Context: an optimization exercise on an open-source flow, tuned for small area. The choices shown serve that exercise and are no tape-out recipe.
In this exercise RTL edits were held to simulation tests only and were not proved equivalent to the original.
No activity file was given, so power comes from the tool's default toggle rates.

== main ==
// reg_file_param
module reg_file_param #(
  parameter int XLEN = 64,
  parameter int NREGS = 32,
  parameter int NRD = 2,
  parameter int ZERO_REG = 1,
  parameter int BYPASS = 1,
  localparam int AW = $clog2(NREGS)
) (
  input  logic                clk,
  input  logic                rst_n,
  input  logic [NRD-1:0]      rd_en,
  input  logic [NRD*AW-1:0]   rd_addr,
  output logic [NRD*XLEN-1:0] rd_data,
  output logic [NRD-1:0]      rd_busy,
  input  logic                wr_en,
  input  logic [AW-1:0]       wr_addr,
  input  logic [XLEN-1:0]     wr_data,
  input  logic                iss_en,
  input  logic [AW-1:0]       iss_addr
);
==> flow/config.mk <==
export PLATFORM = sky130hd
export DESIGN_NAME = reg_file_param
export DESIGN_NICKNAME = reg_file_param
export VERILOG_FILES = /design/flow/design.v
export SDC_FILE = /design/flow/constraint.sdc
export NUM_CORES = 8
export LEC_CHECK = 0
export CAP_MARGIN = 20
export CORE_MARGIN = 2
export CORE_UTILIZATION = 70
export GPL_TIMING_DRIVEN = 0
export SETUP_SLACK_MARGIN = 0.3
export SLEW_MARGIN = 20
export SYNTH_HIERARCHICAL = 1
export SYNTH_MINIMUM_KEEP_SIZE = 0
==> flow/constraint.sdc <==
create_clock -name core_clock -period 5.0 [get_ports {clk}]
set_input_delay 1.0000 -clock core_clock [delete_from_list [all_inputs] [get_ports {clk}]]
set_output_delay 1.0000 -clock core_clock [all_outputs]
set_load 0.01 [all_outputs]
standard.sh (not shown) runs the stock make flow with config.mk's settings and CLKGATE_MAP_FILE= SYNTH_SCRIPT=/design/flow/synth_recipe.tcl, a recipe that flattens the netlist after the stock synthesis.
==> flow/flow/run.sh <==
#!/bin/bash
# Layout flow: the standard synthesis unchanged, then the standard ORFS
# steps with these changes to how the layout is made:
#  - placement repair may not use the largest buffers (buf_6 and up, bufbuf_8), so the
#    high-fanout select nets are driven by trees of smaller buffers;
#  - the buffers from synthesis are removed at floorplan (placement repair
#    buffers what needs it);
#  - each port gets a buf_1 as its port buffer;
#  - clock tree: clkbuf_8 buffers, sink clusters of at most 15 flip-flops
#    within 60 um, no dummy loads.
# Each step's full log is in orfs/logs/; make's output is in synth.log and
# layout.log here.
set -uo pipefail
DU="$(tr '\n' ' ' < flow/dont_use.txt)"
bash standard.sh synth > synth.log 2>&1 || exit 1
bash standard.sh "DONT_USE_CELLS=$DU" REMOVE_ABC_BUFFERS=1 \
  "BUFFER_PORTS_ARGS=-buffer_cell sky130_fd_sc_hd__buf_1" \
  "CTS_ARGS=-sink_clustering_enable -repair_clock_nets -dont_use_dummy_load -buf_list sky130_fd_sc_hd__clkbuf_8 -sink_clustering_size 15 -sink_clustering_max_diameter 60" \
  finish > layout.log 2>&1
Other scripts of this flow, unchanged in this note and not shown: flow/flow/dont_use.txt
main went all the way through the flow, and no timing, DRC or antenna check failed.
### main -> the feature branch
# main
export LEC_CHECK = 0
export CAP_MARGIN = 20
export CORE_MARGIN = 2
export CORE_UTILIZATION = 70
export GPL_TIMING_DRIVEN = 0
export SETUP_SLACK_MARGIN = 0.3
export SLEW_MARGIN = 20
export SYNTH_HIERARCHICAL = 1
export SYNTH_MINIMUM_KEEP_SIZE = 0
create_clock -name core_clock -period 5.0 [get_ports {clk}]
# the feature branch
export LEC_CHECK = 0
export CAP_MARGIN = 20
export CORE_MARGIN = 2
export CORE_UTILIZATION = 60
export GPL_TIMING_DRIVEN = 0
export SETUP_SLACK_MARGIN = 0.3
export SLEW_MARGIN = 20
export SYNTH_HIERARCHICAL = 1
export SYNTH_MINIMUM_KEEP_SIZE = 0
create_clock -name core_clock -period 5.0 [get_ports {clk}]
--- outcome ---
- Per the comparison of the feature branch with main, total power per unit cell area roughly the same, number of signal-net buffers in the layout lower, largest voltage drop on the vdd net lower.
- Looking at pin count of the biggest net entering global routing, the feature branch sits 4 lower than main does.
- Delta(number of core rows, the feature branch - main) > 0
- Data required time at the worst endpoint: the feature branch > main
- Against main, wire length of the first global-routing pass in the feature branch came out worse.
- The higher worst slack after detailed placement came out of main.
- [compare] base=main new=the feature branch: logic depth of the worst setup path including buffers increased 2; combinational power essentially unchanged; internal reg-to-reg setup slack essentially unchanged.

==> what the ideal ports hide <==
Ports are ideal in the flow. The routed layouts listed here were re-timed in OpenROAD. Step 1 sets driving cells, clkbuf_16 on the clock port and buf_2 on the other inputs (assumed; they add their load-dependent delay and slew). Step 2 times the ports against the registers' clock, not the clock port: input delays grow and output delays shrink by t, the midpoint of the rising clock arrivals with the driver on. Slacks: ideal ports / drivers / drivers and shift; pairs: ideal ports / drivers.
run	t, ns	setup slack, ns	worst setup path at the end	worst register clock-pin slew, ns	worst data-port slew with drivers (ns)
main	1.022	0.609 / 0.668 / -0.354	input to register	0.10 / 0.10	0.17
the feature branch	0.991	0.436 / 0.488 / -0.503	input to register	0.11 / 0.11	0.19
With both steps, setup timing fails in main and the feature branch, where it was met with ideal ports. For main, which loses most, drivers alone change the setup slack by +0.059 ns; drivers and shift together by -0.963 ns.
